Context: an optimization exercise on an open-source flow, tuned for small area. The choices shown serve that exercise and are no tape-out recipe. The RTL was checked by simulation tests, not by an equivalence proof against the original design. No driver is modelled on the clock port, so clocking that relies on it looks cheaper here than on a real chip.

==> 03-12: inputs <==
==> flow/design.v <==
package uart_pkg;
  localparam int UART_DATA_BITS  = 8;
  localparam int UART_FRAME_BITS = 10;   
endpackage
module uart_tx_port
#(
  parameter int depth = 16
) (
  input  logic       clk,
  input  logic       reset,
  input  logic [7:0] data,
  input  logic       we,
  input  logic       bit_cke,
  output logic       tx,
  output logic       full,
  output logic       busy,
  output logic       overflow
);
  localparam int AW = $clog2(depth);
  logic [7:0]  slot [depth+1];
  logic [AW:0] count;
  logic        empty;
  logic        push;
  logic        pop;
  logic [3:0]  ph;
  logic        at_end;    
  logic [7:0]  cur;
  assign at_end = ~ph[3] & ~ph[2];
  assign empty  = (count == '0);
  assign full   = count[AW];
  assign pop    = bit_cke & at_end & ~empty;
  assign push   = we & (~full | pop);
  assign busy   = ~(at_end & ph[0]) | ~empty;
  assign cur    = slot[count];
  assign tx     = ph[3] ? cur[ph[2:0]] : ~ph[2];
  logic          up;
  logic          dn;
  logic [AW:0]   cnt_flip;
  assign up = push & ~pop;
  assign dn = pop & ~push;
  always_comb begin
    logic ones, zeros;
    ones  = 1'b1;
    zeros = 1'b1;
    for (int k = 0; k <= AW; k++) begin
      cnt_flip[k] = (up & ones) | (dn & zeros);
      ones  = ones & count[k];
      zeros = zeros & ~count[k];
    end
  end
  logic [3:0] ph_nxt;
  always_comb begin
    if (at_end) begin
      ph_nxt = empty ? 4'b0001 : 4'b0111;
    end else begin
      ph_nxt[0] = ~ph[0];
      ph_nxt[1] = ph[1] ^ ph[0];
      ph_nxt[2] = ph[2] ^ (ph[1] & ph[0]);
      ph_nxt[3] = ph[3] ^ (ph[2] & ph[1] & ph[0]);
    end
  end
  always_ff @(posedge clk) begin
    if (push) begin
      slot[0] <= data;
      for (int k = 1; k <= depth; k++) begin
        slot[k] <= slot[k-1];
      end
    end
  end
  always_ff @(posedge clk or posedge reset) begin
    if (reset) begin
      count    <= '0;
      overflow <= 1'b0;
      ph       <= 4'b0001;
    end else begin
      count <= count ^ cnt_flip;
      if (we && !push) begin
        overflow <= 1'b1;
      end
      if (bit_cke) begin
        ph <= ph_nxt;
      end
    end
  end
endmodule
module uart_tx_bank
#(
  parameter int n     = 8,
  parameter int depth = 16
) (
  input  logic         clk,
  input  logic         reset,
  input  logic [7:0]   data,
  input  logic [n-1:0] cke,
  input  logic         bit_cke,
  output logic [n-1:0] tx,
  output logic [n-1:0] full,
  output logic [n-1:0] busy,
  output logic [n-1:0] overflow
);
  for (genvar i = 0; i < n; i++) begin : g_port
    uart_tx_port #(
      .depth(depth)
    ) u_port (
      .clk     (clk),
      .reset   (reset),
      .data    (data),
      .we      (cke[i]),
      .bit_cke (bit_cke),
      .tx      (tx[i]),
      .full    (full[i]),
      .busy    (busy[i]),
      .overflow(overflow[i])
    );
  end
endmodule
==> flow/flow/run.sh <==
#!/bin/bash
# Own layout flow: the standard flow (standard.sh), with three changes.
#  1. Synthesis is the standard synthesis script unchanged, except that
#     ABC maps the logic with an area-oriented script (area.abc) instead of
#     ORFS's delay-oriented one. Registers are mapped by dfflibmap before ABC
#     runs, so their names and cells are those of the standard synthesis.
#  2. Port buffers are the smallest buffer (buf_1); repair_design resizes
#     any that must drive more.
#  3. Clock tree synthesis uses larger sink clusters and
#     no dummy loads.
# make's full output goes to flow.log in the work folder; ORFS writes each
# step's own log under orfs/logs/.
set -euo pipefail
W=$PWD
F=$W/flow

cat > $W/area_synth.tcl <<EOT
# Swap ABC's script for the area-oriented one wherever synthesis sets it.
set ::my_area_abc {$F/area.abc}
proc ::my_area_abc_fix {args} {
  set i [lsearch -exact \$::abc_args -script]
  if { \$i >= 0 && [lindex \$::abc_args [expr {\$i + 1}]] ne \$::my_area_abc } {
    set ::abc_args [lreplace \$::abc_args [expr {\$i + 1}] [expr {\$i + 1}] \$::my_area_abc]
  }
}
trace add variable ::abc_args write ::my_area_abc_fix
source {$W/synth_recipe.tcl}
EOT

CTS="-sink_clustering_enable -repair_clock_nets -dont_use_dummy_load"
CTS="$CTS -buf_list {sky130_fd_sc_hd__clkbuf_16}"
CTS="$CTS -sink_clustering_size 30 -sink_clustering_max_diameter 80"
bash standard.sh SYNTH_SCRIPT=$W/area_synth.tcl "CTS_ARGS=$CTS" \
  "BUFFER_PORTS_ARGS=-buffer_cell sky130_fd_sc_hd__buf_1" finish > $W/flow.log 2>&1
==> flow/flow/area.abc <==
&get -n
&st
&syn2
&dch -f
&nf -a -p -C 32 -F 8 -A 6 -R 1000 -E 10
&st
&syn2
&dch -f
&nf -a -p -C 32 -F 8 -A 6 -R 1000 -E 10
&put
==> flow/standard.sh <==
#!/bin/bash
# synth_recipe.tcl (not shown) runs the flow's synth.tcl, then flattens the netlist and writes it again
# the make line also repeats each setting of config.mk as NAME=value (left out here)
make -C /OpenROAD-flow-scripts/flow DESIGN_CONFIG=/design/flow/config.mk WORK_HOME=/design/flow/orfs CLKGATE_MAP_FILE= SYNTH_SCRIPT=/design/flow/synth_recipe.tcl "${@:-finish}"
==> flow/config.mk <==
export PLATFORM = sky130hd
export DESIGN_NAME = uart_tx_bank
export DESIGN_NICKNAME = uart_tx_bank
export VERILOG_FILES = /design/flow/design.v
export SDC_FILE = /design/flow/constraint.sdc
export NUM_CORES = 4
export LEC_CHECK = 0
export CAP_MARGIN = 20
export CORE_MARGIN = 2
export CORE_UTILIZATION = 72
export SLEW_MARGIN = 20
==> flow/constraint.sdc <==
create_clock -name core_clock -period 10.0 [get_ports {clk}]
set_input_delay 2.0000 -clock core_clock [delete_from_list [all_inputs] [get_ports {clk}]]
set_output_delay 2.0000 -clock core_clock [all_outputs]
set_load 0.01 [all_outputs]
==> 11-05: changes against 03-12 <==
--- a/flow/flow/run.sh
+++ b/flow/flow/run.sh
@@ -31,3 +31,3 @@
 CTS="$CTS -buf_list {sky130_fd_sc_hd__clkbuf_16}"
-CTS="$CTS -sink_clustering_size 30 -sink_clustering_max_diameter 80"
+CTS="$CTS -sink_clustering_size 25 -sink_clustering_max_diameter 80"
 bash standard.sh SYNTH_SCRIPT=$W/area_synth.tcl "CTS_ARGS=$CTS" \
CORE_UTILIZATION = 65   (was 72)
==> 08-06: changes against 03-12 <==
--- a/flow/flow/run.sh
+++ b/flow/flow/run.sh
@@ -1,3 +1,3 @@
 #!/bin/bash
-# Own layout flow: the standard flow (standard.sh), with three changes.
+# Own layout flow: the standard flow (standard.sh), with two changes.
 #  1. Synthesis is the standard synthesis script unchanged, except that
@@ -6,5 +6,3 @@
 #     runs, so their names and cells are those of the standard synthesis.
-#  2. Port buffers are the smallest buffer (buf_1); repair_design resizes
-#     any that must drive more.
-#  3. Clock tree synthesis uses larger sink clusters and
+#  2. Clock tree synthesis uses larger sink clusters and
 #     no dummy loads.
@@ -31,4 +29,3 @@
 CTS="$CTS -buf_list {sky130_fd_sc_hd__clkbuf_16}"
-CTS="$CTS -sink_clustering_size 30 -sink_clustering_max_diameter 80"
-bash standard.sh SYNTH_SCRIPT=$W/area_synth.tcl "CTS_ARGS=$CTS" \
-  "BUFFER_PORTS_ARGS=-buffer_cell sky130_fd_sc_hd__buf_1" finish > $W/flow.log 2>&1
+CTS="$CTS -sink_clustering_size 25 -sink_clustering_max_diameter 80"
+bash standard.sh SYNTH_SCRIPT=$W/area_synth.tcl "CTS_ARGS=$CTS" finish > $W/flow.log 2>&1
==> flow/flow/area.abc (replaced) <==
&get -n
&st
&syn2
&dch -f
&nf -a -R 1000
&st
&syn2
&dch -f
&nf -a -R 1000
&st
&dch -f
&nf -a -R 1000
&put
CORE_UTILIZATION = 65   (was 72)
==> 11-11: changes against 03-12 <==
==> flow/run.sh (new file) <==
#!/bin/bash
# synth_recipe.tcl (not shown) runs the flow's synth.tcl, then flattens the netlist and writes it again
# the make line also repeats each setting of config.mk as NAME=value (left out here)
make -C /OpenROAD-flow-scripts/flow DESIGN_CONFIG=/design/flow/config.mk WORK_HOME=/design/flow/orfs CLKGATE_MAP_FILE= SYNTH_SCRIPT=/design/flow/synth_recipe.tcl finish
CORE_UTILIZATION = 65   (was 72)
CTS_BUF_LIST = sky130_fd_sc_hd__clkbuf_16   (was not set)
CTS_CLUSTER_DIAMETER = 80   (was not set)
CTS_CLUSTER_SIZE = 25   (was not set)
removed: flow/flow/run.sh
removed: flow/flow/area.abc
removed: flow/standard.sh
==> results.txt <==
================================================================================
Result of the run                               no timing/DRC/antenna violations
Synth area leaders                                                  edfxtp_1 (75%), dfrtp_1 (4.1%), a222oi_1 (3.8%)
Worst hold endpoint                                                 g_port[3].u_port.slot[8][5]
Dpl cells                                                                   3407
DR pass1 iterations                                                           10
Final non-clock buffer share                                               1.79%
Clock Skew                                                             0.0392 ns
Share of the cycle needed by the critical path after routing               66.6%
Maximum number of pins on one net before global-route repair                  86
Number of antenna violations at the first check in global routing              3
Layout clock buffer count                                                     53
================================================================================
(the above is from 08-06)
==> results.txt <==
===========================================================================
Result of the run                          no timing/DRC/antenna violations
Final non-clock buffer share                                          1.15%
Synth area leaders                                             edfxtp_1 (76%), a222oi_1 (4.9%), dfrtp_1 (4.2%)
Maximum number of pins on one net before global-route repair            102
Clock Skew                                                        0.0284 ns
Share of the cycle needed by the critical path after routing          60.8%
DR pass1 iterations                                                       9
Total number of H-tree levels                                             2
Worst hold endpoint                                            g_port[1].u_port.slot[13][0]
Dpl cells                                                              3228
Layout clock buffer count                                                45
===========================================================================
(the above is from 03-12)
==> results.txt <==
================================================================================
Result of the run                               no timing/DRC/antenna violations
Share of the cycle needed by the critical path after routing               61.0%
Layout clock buffer count                                                     52
DR pass1 iterations                                                           12
Number of antenna violations at the first check in global routing              2
Dpl cells                                                                   3327
================================================================================
(the above is from 11-05)
==> results.txt <==
================================================================================
Layout clock buffer count                                                     54
Count of hold buffers inserted by post-cts repair                              0
Synth area leaders                                                  edfxtp_1 (68%), dfrtp_1 (3.8%), a22oi_1 (2.0%)
Result of the run                               no timing/DRC/antenna violations
Share of the cycle needed by the critical path after routing               64.3%
Worst hold endpoint                                                 g_port[1].u_port.slot[15][3]
Gr usage total                                                             28.2%
DR pass1 iterations                                                            6
Final non-clock buffer share                                               1.89%
Maximum number of pins on one net before global-route repair                  89
Number of antenna violations at the first check in global routing              3
================================================================================
(the above is from 11-11)

[re-timing with driven ports]
Ports are ideal in the flow. The routed layouts listed here were re-timed in OpenROAD. Step 1: set_driving_cell puts a clkbuf_16 on clk and a buf_2 on each other input, an assumption about the parent block. Step 2 adds t to the input delays and takes it off the output delays; t is the mean of the earliest and latest rising clock arrival at the registers after step 1. Input paths then give back, and output paths get back, about the clock's delay inside the block. a / b / c = ideal ports / drivers / drivers and shift; a / b = the first two.
run | t (ns) | slack for setup (ns) | worst setup path at the end
03-12 | 0.684 | 3.919 / 3.855 / 4.325 | input to register
11-05 | 0.692 | 3.895 / 3.828 / 4.520 | register to output
08-06 | 0.681 | 3.339 / 3.273 / 3.955 | register to output
11-11 | 0.706 | 3.570 / 3.504 / 4.210 | register to output
After both steps every run listed still meets setup and hold.
